Context: an optimization exercise on an open-source flow, tuned for small area. The choices shown serve that exercise and are no tape-out recipe.
In this exercise RTL edits were held to simulation tests only and were not proved equivalent to the original.
Power figures rest on the tool's default switching activity, not on a simulated workload.

**run.sh**
```bash
#!/bin/bash
# synth_recipe.tcl (not shown) runs the flow's synth.tcl, then flattens the netlist and writes it again
# the make line also repeats each setting of config.mk as NAME=value (left out here)
make -C /OpenROAD-flow-scripts/flow DESIGN_CONFIG=/design/flow/config.mk WORK_HOME=/design/flow/orfs CLKGATE_MAP_FILE= SYNTH_SCRIPT=/design/flow/synth_recipe.tcl finish
```
**config.mk**
```make
export PLATFORM = sky130hd
export DESIGN_NAME = fir_decim_top
export DESIGN_NICKNAME = fir_decim_top
export VERILOG_FILES = /design/flow/design.v
export SDC_FILE = /design/flow/constraint.sdc
export NUM_CORES = 4
export LEC_CHECK = 0
export CAP_MARGIN = 20
export CORE_MARGIN = 2
export CORE_UTILIZATION = 40
export SLEW_MARGIN = 20
```
**constraint.sdc**
```tcl
create_clock -name core_clock -period 10.0 [get_ports {clk}]
set_input_delay 2.0000 -clock core_clock [delete_from_list [all_inputs] [get_ports {clk}]]
set_output_delay 2.0000 -clock core_clock [all_outputs]
set_load 0.01 [all_outputs]
```
**design.v**
```verilog
`default_nettype none
package fir_decim_pkg;
    localparam int SAMPLE_W  = 18;
    localparam int ACC_W     = 48;
    localparam int TAP_CNT   = 34;
    localparam int TAP_W     = 6;
    localparam int DECIM     = 8;
    localparam int OUT_SHIFT = 16;
    localparam int OPMODE_W  = 2;
    localparam logic [OPMODE_W-1:0] OP_NOP  = 2'd0;
    localparam logic [OPMODE_W-1:0] OP_LOAD = 2'd1;
    localparam logic [OPMODE_W-1:0] OP_MAC  = 2'd2;
    function automatic logic signed [SAMPLE_W-1:0] fir_coef(input logic [TAP_W-1:0] idx);
        case (idx)
            6'd0: fir_coef = 18'sh00002;
            6'd1: fir_coef = 18'sh3FFF6;
            6'd2: fir_coef = 18'sh0001A;
            6'd3: fir_coef = 18'sh3FFC5;
            6'd4: fir_coef = 18'sh00071;
            6'd5: fir_coef = 18'sh3FF36;
            6'd6: fir_coef = 18'sh0014E;
            6'd7: fir_coef = 18'sh3FDEF;
            6'd8: fir_coef = 18'sh00322;
            6'd9: fir_coef = 18'sh3FB62;
            6'd10: fir_coef = 18'sh006A5;
            6'd11: fir_coef = 18'sh3F68B;
            6'd12: fir_coef = 18'sh00D71;
            6'd13: fir_coef = 18'sh3EC88;
            6'd14: fir_coef = 18'sh01DC3;
            6'd15: fir_coef = 18'sh3CB6A;
            6'd16: fir_coef = 18'sh0A263;
            6'd17: fir_coef = 18'sh0A263;
            6'd18: fir_coef = 18'sh3CB6A;
            6'd19: fir_coef = 18'sh01DC3;
            6'd20: fir_coef = 18'sh3EC88;
            6'd21: fir_coef = 18'sh00D71;
            6'd22: fir_coef = 18'sh3F68B;
            6'd23: fir_coef = 18'sh006A5;
            6'd24: fir_coef = 18'sh3FB62;
            6'd25: fir_coef = 18'sh00322;
            6'd26: fir_coef = 18'sh3FDEF;
            6'd27: fir_coef = 18'sh0014E;
            6'd28: fir_coef = 18'sh3FF36;
            6'd29: fir_coef = 18'sh00071;
            6'd30: fir_coef = 18'sh3FFC5;
            6'd31: fir_coef = 18'sh0001A;
            6'd32: fir_coef = 18'sh3FFF6;
            6'd33: fir_coef = 18'sh00002;
            default: fir_coef = '0;
        endcase
    endfunction
endpackage
`default_nettype wire
`default_nettype none
module dp_ram #(
    parameter int DATA_W = 36,
    parameter int ADDR_W = 6,
    parameter int DEPTH  = 34
) (
    input  wire logic              clk,
    input  wire logic              wr,
    input  wire logic [ADDR_W-1:0] wr_addr,
    input  wire logic [DATA_W-1:0] wr_data,
    input  wire logic              rd,
    input  wire logic [ADDR_W-1:0] rd_addr,
    output logic      [DATA_W-1:0] rd_data
);
    logic [DATA_W-1:0] mem [DEPTH];
    always_ff @(posedge clk) begin
        if (wr) begin
            mem[wr_addr] <= wr_data;
        end
    end
    always_ff @(posedge clk) begin
        if (rd) begin
            rd_data <= mem[rd_addr];
        end
    end
endmodule
`default_nettype wire
`default_nettype none
module dsp_mac (
    input  wire logic                                       clk,
    input  wire logic                                       reset,
    input  wire logic        [fir_decim_pkg::OPMODE_W-1:0] opmode,
    input  wire logic signed [fir_decim_pkg::SAMPLE_W-1:0] a,
    input  wire logic signed [fir_decim_pkg::SAMPLE_W-1:0] b,
    output logic      signed [fir_decim_pkg::ACC_W-1:0]    acc
);
    logic        [fir_decim_pkg::OPMODE_W-1:0]   op_in;
    logic        [fir_decim_pkg::OPMODE_W-1:0]   op_prod;
    logic signed [fir_decim_pkg::SAMPLE_W-1:0]   a_q;
    logic signed [fir_decim_pkg::SAMPLE_W-1:0]   b_q;
    logic signed [2*fir_decim_pkg::SAMPLE_W-1:0] prod;
    logic signed [fir_decim_pkg::ACC_W-1:0]      prod_ext;
    always_ff @(posedge clk or posedge reset) begin
        if (reset) begin
            op_in   <= fir_decim_pkg::OP_NOP;
            op_prod <= fir_decim_pkg::OP_NOP;
        end else begin
            op_in   <= opmode;
            op_prod <= op_in;
        end
    end
    always_ff @(posedge clk) begin
        a_q  <= a;
        b_q  <= b;
        prod <= a_q * b_q;
    end
    assign prod_ext = prod;
    always_ff @(posedge clk or posedge reset) begin
        if (reset) begin
            acc <= '0;
        end else begin
            case (op_prod)
                fir_decim_pkg::OP_LOAD: acc <= prod_ext;
                fir_decim_pkg::OP_MAC:  acc <= acc + prod_ext;
                default: acc <= acc;
            endcase
        end
    end
endmodule
`default_nettype wire
`default_nettype none
module fir_decim_seq(
    input  wire logic                                         clk,
    input  wire logic                                         reset,
    input  wire logic                                         sample_in_rdy,
    input  wire logic signed [fir_decim_pkg::SAMPLE_W-1:0]   sample_in_l,
    input  wire logic signed [fir_decim_pkg::SAMPLE_W-1:0]   sample_in_r,
    output logic                                              xbuf_wr,
    output logic             [fir_decim_pkg::TAP_W-1:0]      xbuf_wr_addr,
    output logic             [2*fir_decim_pkg::SAMPLE_W-1:0] xbuf_wr_data,
    output logic                                              xbuf_rd,
    output logic             [fir_decim_pkg::TAP_W-1:0]      xbuf_rd_addr,
    input  wire logic        [2*fir_decim_pkg::SAMPLE_W-1:0] xbuf_rd_data,
    output logic             [fir_decim_pkg::OPMODE_W-1:0]   opmode,
    output logic      signed [fir_decim_pkg::SAMPLE_W-1:0]   coef,
    output logic      signed [fir_decim_pkg::SAMPLE_W-1:0]   samp_l,
    output logic      signed [fir_decim_pkg::SAMPLE_W-1:0]   samp_r,
    output logic                                              acc_valid,
    output logic                                              overrun,
    output logic                                              init_done
);
    localparam int TASK_W = 8;
    localparam int PC_W   = 5;
    localparam logic [TASK_W-1:0] T_NOP    = 8'h00;
    localparam logic [TASK_W-1:0] T_WAIT   = 8'h01;
    localparam logic [TASK_W-1:0] T_PUSH   = 8'h02;
    localparam logic [TASK_W-1:0] T_ZERO   = 8'h04;
    localparam logic [TASK_W-1:0] T_SETUP  = 8'h08;
    localparam logic [TASK_W-1:0] T_MAC    = 8'h10;
    localparam logic [TASK_W-1:0] T_REPEAT = 8'h20;
    localparam logic [TASK_W-1:0] T_VALID  = 8'h40;
    localparam logic [TASK_W-1:0] T_JUMP   = 8'h80;
    localparam logic [PC_W-1:0]  PC_INIT       = '0;
    localparam logic [PC_W-1:0]  PC_FIRST_WAIT = PC_W'(1);
    localparam logic [PC_W-1:0]  PC_LAST_PUSH  = PC_W'(2 * fir_decim_pkg::DECIM);
    localparam logic [PC_W-1:0]  PC_SETUP      = PC_W'(2 * fir_decim_pkg::DECIM + 1);
    localparam logic [PC_W-1:0]  PC_MAC        = PC_W'(2 * fir_decim_pkg::DECIM + 2);
    localparam logic [PC_W-1:0]  PC_VALID      = PC_W'(2 * fir_decim_pkg::DECIM + 6);
    localparam logic [fir_decim_pkg::TAP_W-1:0] LAST_TAP      = fir_decim_pkg::TAP_W'(fir_decim_pkg::TAP_CNT - 1);
    logic [PC_W-1:0]   pc;
    logic [TASK_W-1:0] tasks;
    logic [fir_decim_pkg::TAP_W-1:0]  rep_cnt;
    logic [fir_decim_pkg::TAP_W-1:0]  head;
    logic [fir_decim_pkg::TAP_W-1:0]  i_idx;
    logic [fir_decim_pkg::TAP_W-1:0]  j_idx;
    logic              is_wait, is_push, is_zero, is_setup;
    logic              is_mac, is_repeat, is_valid, is_jump;
    logic              accept, rep_last, hold;
    logic signed [fir_decim_pkg::SAMPLE_W-1:0] in_l, in_r;
    logic        [fir_decim_pkg::OPMODE_W-1:0] op_d;
    logic signed [fir_decim_pkg::SAMPLE_W-1:0] coef_d;
    always_comb begin
        tasks = T_JUMP;
        if (pc == PC_INIT) begin
            tasks = T_REPEAT | T_PUSH | T_ZERO;
        end else if (pc <= PC_LAST_PUSH) begin
            tasks = pc[0] ? T_WAIT : T_PUSH;
        end else if (pc == PC_SETUP) begin
            tasks = T_SETUP;
        end else if (pc == PC_MAC) begin
            tasks = T_REPEAT | T_MAC;
        end else if (pc < PC_VALID) begin
            tasks = T_NOP;
        end else if (pc == PC_VALID) begin
            tasks = T_VALID | T_JUMP;
        end
    end
    assign is_wait   = |(tasks & T_WAIT);
    assign is_push   = |(tasks & T_PUSH);
    assign is_zero   = |(tasks & T_ZERO);
    assign is_setup  = |(tasks & T_SETUP);
    assign is_mac    = |(tasks & T_MAC);
    assign is_repeat = |(tasks & T_REPEAT);
    assign is_valid  = |(tasks & T_VALID);
    assign is_jump   = |(tasks & T_JUMP);
    assign accept   = is_wait && sample_in_rdy;
    assign rep_last = (rep_cnt == LAST_TAP);
    assign hold     = (is_wait && !sample_in_rdy) || (is_repeat && !rep_last);
    always_ff @(posedge clk or posedge reset) begin
        if (reset) begin
            pc      <= PC_INIT;
            rep_cnt <= '0;
        end else begin
            if (is_jump) begin
                pc <= PC_FIRST_WAIT;
            end else if (!hold) begin
                pc <= pc + 1'b1;
            end
            rep_cnt <= (is_repeat && !rep_last) ? rep_cnt + 1'b1 : '0;
        end
    end
    always_ff @(posedge clk or posedge reset) begin
        if (reset) begin
            head  <= '0;
            i_idx <= '0;
            j_idx <= '0;
        end else begin
            if (is_push) begin
                head <= (head == '0) ? LAST_TAP : head - 1'b1;
            end
            if (is_setup) begin
                i_idx <= '0;
                j_idx <= (head == LAST_TAP) ? '0 : head + 1'b1;
            end else if (is_mac) begin
                i_idx <= i_idx + 1'b1;
                j_idx <= (j_idx == LAST_TAP) ? '0 : j_idx + 1'b1;
            end
        end
    end
    always_ff @(posedge clk) begin
        if (accept) begin
            in_l <= sample_in_l;
            in_r <= sample_in_r;
        end
        xbuf_wr_addr <= head;
        xbuf_wr_data <= is_zero ? '0 : {in_l, in_r};
        xbuf_rd_addr <= j_idx;
        if (is_mac) begin
            coef_d <= fir_decim_pkg::fir_coef(i_idx);
        end
        coef <= coef_d;
    end
    always_ff @(posedge clk or posedge reset) begin
        if (reset) begin
            xbuf_wr   <= 1'b0;
            xbuf_rd   <= 1'b0;
            op_d      <= fir_decim_pkg::OP_NOP;
            opmode    <= fir_decim_pkg::OP_NOP;
            acc_valid <= 1'b0;
            overrun   <= 1'b0;
            init_done <= 1'b0;
        end else begin
            xbuf_wr   <= is_push;
            xbuf_rd   <= is_mac;
            op_d      <= !is_mac ? fir_decim_pkg::OP_NOP : (i_idx == '0) ? fir_decim_pkg::OP_LOAD : fir_decim_pkg::OP_MAC;
            opmode    <= op_d;
            acc_valid <= is_valid;
            overrun   <= sample_in_rdy && !is_wait;
            init_done <= init_done || (is_zero && rep_last);
        end
    end
    assign samp_l = xbuf_rd_data[2*fir_decim_pkg::SAMPLE_W-1:fir_decim_pkg::SAMPLE_W];
    assign samp_r = xbuf_rd_data[fir_decim_pkg::SAMPLE_W-1:0];
endmodule
`default_nettype wire
`default_nettype none
module out_round_sat(
    input  wire logic                                       clk,
    input  wire logic                                       reset,
    input  wire logic                                       acc_valid,
    input  wire logic signed [fir_decim_pkg::ACC_W-1:0]    acc_l,
    input  wire logic signed [fir_decim_pkg::ACC_W-1:0]    acc_r,
    output logic                                            sample_out_rdy,
    output logic      signed [fir_decim_pkg::SAMPLE_W-1:0] sample_out_l,
    output logic      signed [fir_decim_pkg::SAMPLE_W-1:0] sample_out_r
);
    localparam logic signed [fir_decim_pkg::ACC_W-1:0] RND_HALF = 2 ** (fir_decim_pkg::OUT_SHIFT - 1);
    localparam logic signed [fir_decim_pkg::ACC_W-1:0] SAT_MAX  = 2 ** (fir_decim_pkg::SAMPLE_W - 1) - 1;
    localparam logic signed [fir_decim_pkg::ACC_W-1:0] SAT_MIN  = -(2 ** (fir_decim_pkg::SAMPLE_W - 1));
    function automatic logic signed [fir_decim_pkg::SAMPLE_W-1:0] round_sat(
        input logic signed [fir_decim_pkg::ACC_W-1:0] acc
    );
        logic signed [fir_decim_pkg::ACC_W-1:0] shifted;
        shifted = (acc + RND_HALF) >>> fir_decim_pkg::OUT_SHIFT;
        if (shifted > SAT_MAX) begin
            round_sat = SAT_MAX[fir_decim_pkg::SAMPLE_W-1:0];
        end else if (shifted < SAT_MIN) begin
            round_sat = SAT_MIN[fir_decim_pkg::SAMPLE_W-1:0];
        end else begin
            round_sat = shifted[fir_decim_pkg::SAMPLE_W-1:0];
        end
    endfunction
    always_ff @(posedge clk or posedge reset) begin
        if (reset) begin
            sample_out_rdy <= 1'b0;
            sample_out_l   <= '0;
            sample_out_r   <= '0;
        end else begin
            sample_out_rdy <= acc_valid;
            sample_out_l   <= acc_valid ? round_sat(acc_l) : '0;
            sample_out_r   <= acc_valid ? round_sat(acc_r) : '0;
        end
    end
endmodule
`default_nettype wire
`default_nettype none
module fir_decim_top(
    input  wire logic                                       clk,
    input  wire logic                                       reset,
    input  wire logic                                       sample_in_rdy,
    input  wire logic signed [fir_decim_pkg::SAMPLE_W-1:0] sample_in_l,
    input  wire logic signed [fir_decim_pkg::SAMPLE_W-1:0] sample_in_r,
    output logic                                            sample_out_rdy,
    output logic      signed [fir_decim_pkg::SAMPLE_W-1:0] sample_out_l,
    output logic      signed [fir_decim_pkg::SAMPLE_W-1:0] sample_out_r,
    output logic                                            overrun,
    output logic                                            init_done
);
    logic                       xbuf_wr, xbuf_rd, acc_valid;
    logic [fir_decim_pkg::TAP_W-1:0]           xbuf_wr_addr, xbuf_rd_addr;
    logic [2*fir_decim_pkg::SAMPLE_W-1:0]      xbuf_wr_data, xbuf_rd_data;
    logic [fir_decim_pkg::OPMODE_W-1:0]        opmode;
    logic signed [fir_decim_pkg::SAMPLE_W-1:0] coef, samp_l, samp_r;
    logic signed [fir_decim_pkg::ACC_W-1:0]    acc_l, acc_r;
    fir_decim_seq u_seq (
        .clk, .reset, .sample_in_rdy, .sample_in_l, .sample_in_r,
        .xbuf_wr, .xbuf_wr_addr, .xbuf_wr_data, .xbuf_rd, .xbuf_rd_addr,
        .xbuf_rd_data, .opmode, .coef, .samp_l, .samp_r,
        .acc_valid, .overrun, .init_done
    );
    dp_ram #(.DATA_W(2 * fir_decim_pkg::SAMPLE_W), .ADDR_W(fir_decim_pkg::TAP_W), .DEPTH(fir_decim_pkg::TAP_CNT)) u_xbuf (
        .clk, .wr(xbuf_wr), .wr_addr(xbuf_wr_addr), .wr_data(xbuf_wr_data),
        .rd(xbuf_rd), .rd_addr(xbuf_rd_addr), .rd_data(xbuf_rd_data)
    );
    dsp_mac u_mac_l (.clk, .reset, .opmode, .a(coef), .b(samp_l), .acc(acc_l));
    dsp_mac u_mac_r (.clk, .reset, .opmode, .a(coef), .b(samp_r), .acc(acc_r));
    out_round_sat u_out (
        .clk, .reset, .acc_valid, .acc_l, .acc_r,
        .sample_out_rdy, .sample_out_l, .sample_out_r
    );
endmodule
`default_nettype wire
```
==> impl_metrics.csv <==
group,metric,value,unit
run_status,status,"finished clean",
power,ir_drop,0.000183,V
place,place_congestion,0.865,
setup_path,timing.critical_path.mode_cell,"fa_1",
synth,synth_nets,7547,
place,place_inst,9447,
synth,yosysWarningCount,4,
clock_network,cts_resized,0,
floorplanning,die_area,232000,um^2
timing,clock_skew,75.1,ps
global_routing,grt_pass1_wl,333,mm
setup_path,rrSetupSlack,2720,ps
global_routing,antenna_found_initial,5,
clock_network,cts_sinks,1675,
global_routing,grt_max_degree,118,
synth,ys_top_cells_by_area,"edfxtp_1 (43%), fa_1 (14%), mux4_2 (9.0%), dfrtp_1 (4.8%), ha_1 (4.2%)",
place,dp_slack,2700,ps
setup_path,worstPathRequired,10740,ps
synth,synthFlopType,"edfxtp_1",
timing,setup_viol,0,
setup_path,path_depth,23,
synth,yosysMostFrequentCell,"edfxtp_1",
synth,ys_seq_area_share,52.2,%
route,first_iter_violations,4444,
setup_path,r2r_cells,23,
power,p_per_area,194,nW/um^2
route,vias_per_cell,5.33,
finish,fin_util,44.6,%
clock_network,post_cts_buffers,0,
floorplanning,ioPinCount,78,
timing,fin_crit,7280,ps
place,place_hpwl,138,mm
finish,area_growth,11.0,%
floorplanning,die_width,481,um
timing,tightest_slew,1090,ps
clock_network,insertion_delay,820,ps
setup_path,crit_path_end,"u_mac_r.prod[35]",
timing,fin_ws,2720,ps
synth,syn_inst,6564,
floorplanning,start_util,40.2,%
floorplanning,die_h,481,um
timing,rsz0062_at_grt,"no",
global_routing,grt_pass1_vias,54700,
clock_network,cts-root-buf,"clkbuf_16",
synth,synth_top_area_cell,"edfxtp_1",
setup_path,r2r-start,"u_mac_r.a_q[16]",
clock_network,cts_inserted_buffers,167,
min_path,hp-class,"reg -> reg",
clock_network,cts.clk_slew.worst_paths,70,ps
synth,synth_top_area_share,43.2,%
clock_network,clockBufferDepth,3,
global_routing,grtUsageTotal,18.8,%
setup_path,critPathTopFamily,"adder cells",
min_path,min_from,"u_xbuf.rd_data[17]",
synth,synth_commonest_cells,"edfxtp_1 (1312), inv_1 (771), fa_1 (638), nand2_1 (523), mux4_2 (363)",
route,drc,0,
clock_network,cts.hold.buffers_added,0,
power,total_power,19.6,mW
clock_network,cts_tree,"done",
setup_path,start_kind,"flip-flop",
timing,hold_violations,0,
power,p_leak,38.7,nW
finish,stdcell_count,9761,
setup_path,arrival,8010,ps
timing,maxSlewViolCount,0,
setup_path,cp_cell_sequence,"nand2_1, inv_1, fa_1, fa_1, inv_1, fa_1, fa_1, inv_1, fa_1, inv_1, fa_1, inv_1, ha_1, a21oi_1, o21bai_1, a2111oi_0, o21ai_0, o21ai_1, a31oi_1, o31ai_1, nand2b_1, a21oi_1, xnor2_1",
finish,drive_gt1_share,12.1,%
setup_path,cp_num_buf_inv,5,
route,ant_nets,0,
synth,synth-edff-count,1312,
setup_path,startpoint,"u_mac_r.a_q[16]",
synth,syn_avg_cell_area,13.9,um^2
synth,synth_cell_types,95,
route,drt-total-wl,215,mm
setup_path,critical_path_class,"reg -> reg",
synth,syn_area,91100,um^2
timing,max_freq,0.137,GHz
global_routing,overflow,0,
timing,tns,0,ps
setup_path,max_stage_delay,990,ps
timing,min_period_over_period,72.8,%
finish,nets,7590,
timing,timing.slew.headroom,27.0,%
clock_network,cts_max_level,4,
route,routedWlPerCell,22.1,um
floorplanning,fp-row-count,175,
floorplanning,core-area,227000,um^2
synth,synth_seq_cells,1675,
setup_path,crit_slowest_cell,"dfxtp_1",
setup_path,end_kind,"flip-flop",
flow_run,drv_cap,0,
route,drt_pass1_iterations,5,
route,dr_total_vias,52000,
synth,ys_async_sr_fraction,10.4,%
setup_path,crit_fanout,24,
place,io_buffer_count,77,
setup_path,r2r_end,"u_mac_r.prod[35]",
==> per-stage QoR <==
step | cell area, um^2 | hold slack, ps
floorplan | 91100 | 310
CTS | 101000 | 304
global route | 101000 | 310
finish | 101000 | 313
global placement | 95500 | 310
detailed placement | 95500 | 312
==> report_power, final <==
group | switching, mW | total (mW) | internal [mW] | leakage (nW)
Clock | 2.78 | 6.37 | 3.59 | 2.73
Combinational | 2.40 | 4.25 | 1.85 | 20.4
Sequential | 0.607 | 8.98 | 8.37 | 15.6
==> state kept, by name (all words and copies together), names as in the netlist, 18 cells and up <==
register / cells
u_mac_r.acc: 48
u_out.sample_out_r: 18
u_seq.xbuf_wr_data: 36
u_out.sample_out_l: 18
u_mac_r.prod: 36
u_xbuf.mem: 1224
u_xbuf.rd_data: 36
u_mac_l.acc: 48
u_mac_l.b_q: 18
u_mac_l.prod: 36
u_mac_r.b_q: 18
u_seq.in_l: 18
u_seq.in_r: 18
==> layout by cell type (no fill, tap or decap), types with 12 or more instances in the layout <==
cell type / n
xnor2_1: 131
edfxtp_1: 1312
xor2_1: 69
clkbuf_16: 171
mux4_2: 363
o21ai_1: 16
nor3_1: 42
nand3_1: 72
ha_1: 305
buf_4: 83
a31oi_1: 32
clkbuf_1: 49
and2_1: 286
a221o_1: 12
nand2_1: 523
o21ai_0: 182
o21a_1: 28
o211ai_1: 14
dfrtp_1: 174
inv_1: 770
nor2_4: 27
clkinv_2: 27
dfxtp_2: 24
nand2b_1: 34
clkdlybuf4s50_1: 77
fa_1: 638
nand4_1: 31
a2bb2oi_1: 13
a211oi_1: 58
mux2i_1: 89
nor2_1: 201
and3_1: 27
clkbuf_8: 18
a21o_1: 77
o21bai_1: 15
clkinv_1: 15
a21oi_1: 252
nor2b_1: 102
dfxtp_1: 158
==> cell families (layout without fill, tap and decap cells) <==
kind of cell	after synthesis	in the layout	synth area share (%)
flip-flops	1675	1675	52.2
multiplexers	453	453	9.96
AO/OA/AOI/OAI	812	812	5.66
AND/OR/NAND/NOR	1418	1418	7.66
XOR/XNOR	200	200	1.92
other	0	1	0
adder cells (fa/ha/maj)	944	944	18.2
buffers and inverters	1062	1249	4.40
==> metal layers <==
layer | routed length, um | global-route usage [%] | vias to the layer above
met5 | 0 | 0 | -
met4 | 4250 | 4.01 | 0
met3 | 12300 | 2.87 | 279
met2 | 105000 | 31.6 | 1470
met1 | 93600 | 25.9 | 27100
li1 | - | - | 23200
==> layout make-up <==
type	count	area, um^2
clock inverters	75	907
fillers	20200	126000
well taps	3009	3760
clock buffers	238	4710
diodes	1	2.50
flip-flops and latches	1675	47600
repair buffers	163	1450
multi-input cells	3827	39800
inverters	773	2910
==> worst min-delay path by stage <==
stage	end	slack (ps)	cells after the start
floorplan	u_mac_r.a_q[0]	310	0
global placement	u_mac_r.a_q[9]	310	0
detailed placement	u_mac_r.a_q[13]	310	0
CTS	u_mac_r.b_q[17]	300	0
global route	u_mac_r.b_q[17]	310	0
finish	u_mac_r.b_q[17]	310	0

afterwards: timing with drivers on the ports:
The flow's constraints put no driver on any port. The routed layout listed below was extracted and timed again, unchanged, in two steps. Step 1 sets driving cells, clkbuf_16 on the clock port and buf_2 on the other inputs (assumed; they add their load-dependent delay and slew). Step 2, shift: input delay + t, output delay - t, t = (earliest + latest rising clock arrival at the registers) / 2. This alone moves slack from input paths to output paths. a / b / c = no drivers / after step 1 / after step 2; a / b = the first two.
shift t [ns]: 0.864
setup slack, ns: 2.724 / 2.724 / 2.724
worst slew at a driven data input, ns: 0.06
After both steps setup and hold are still met in this run. The setup slack of this run moves by 0.000 ns with the drivers and by 0.000 ns with both steps.
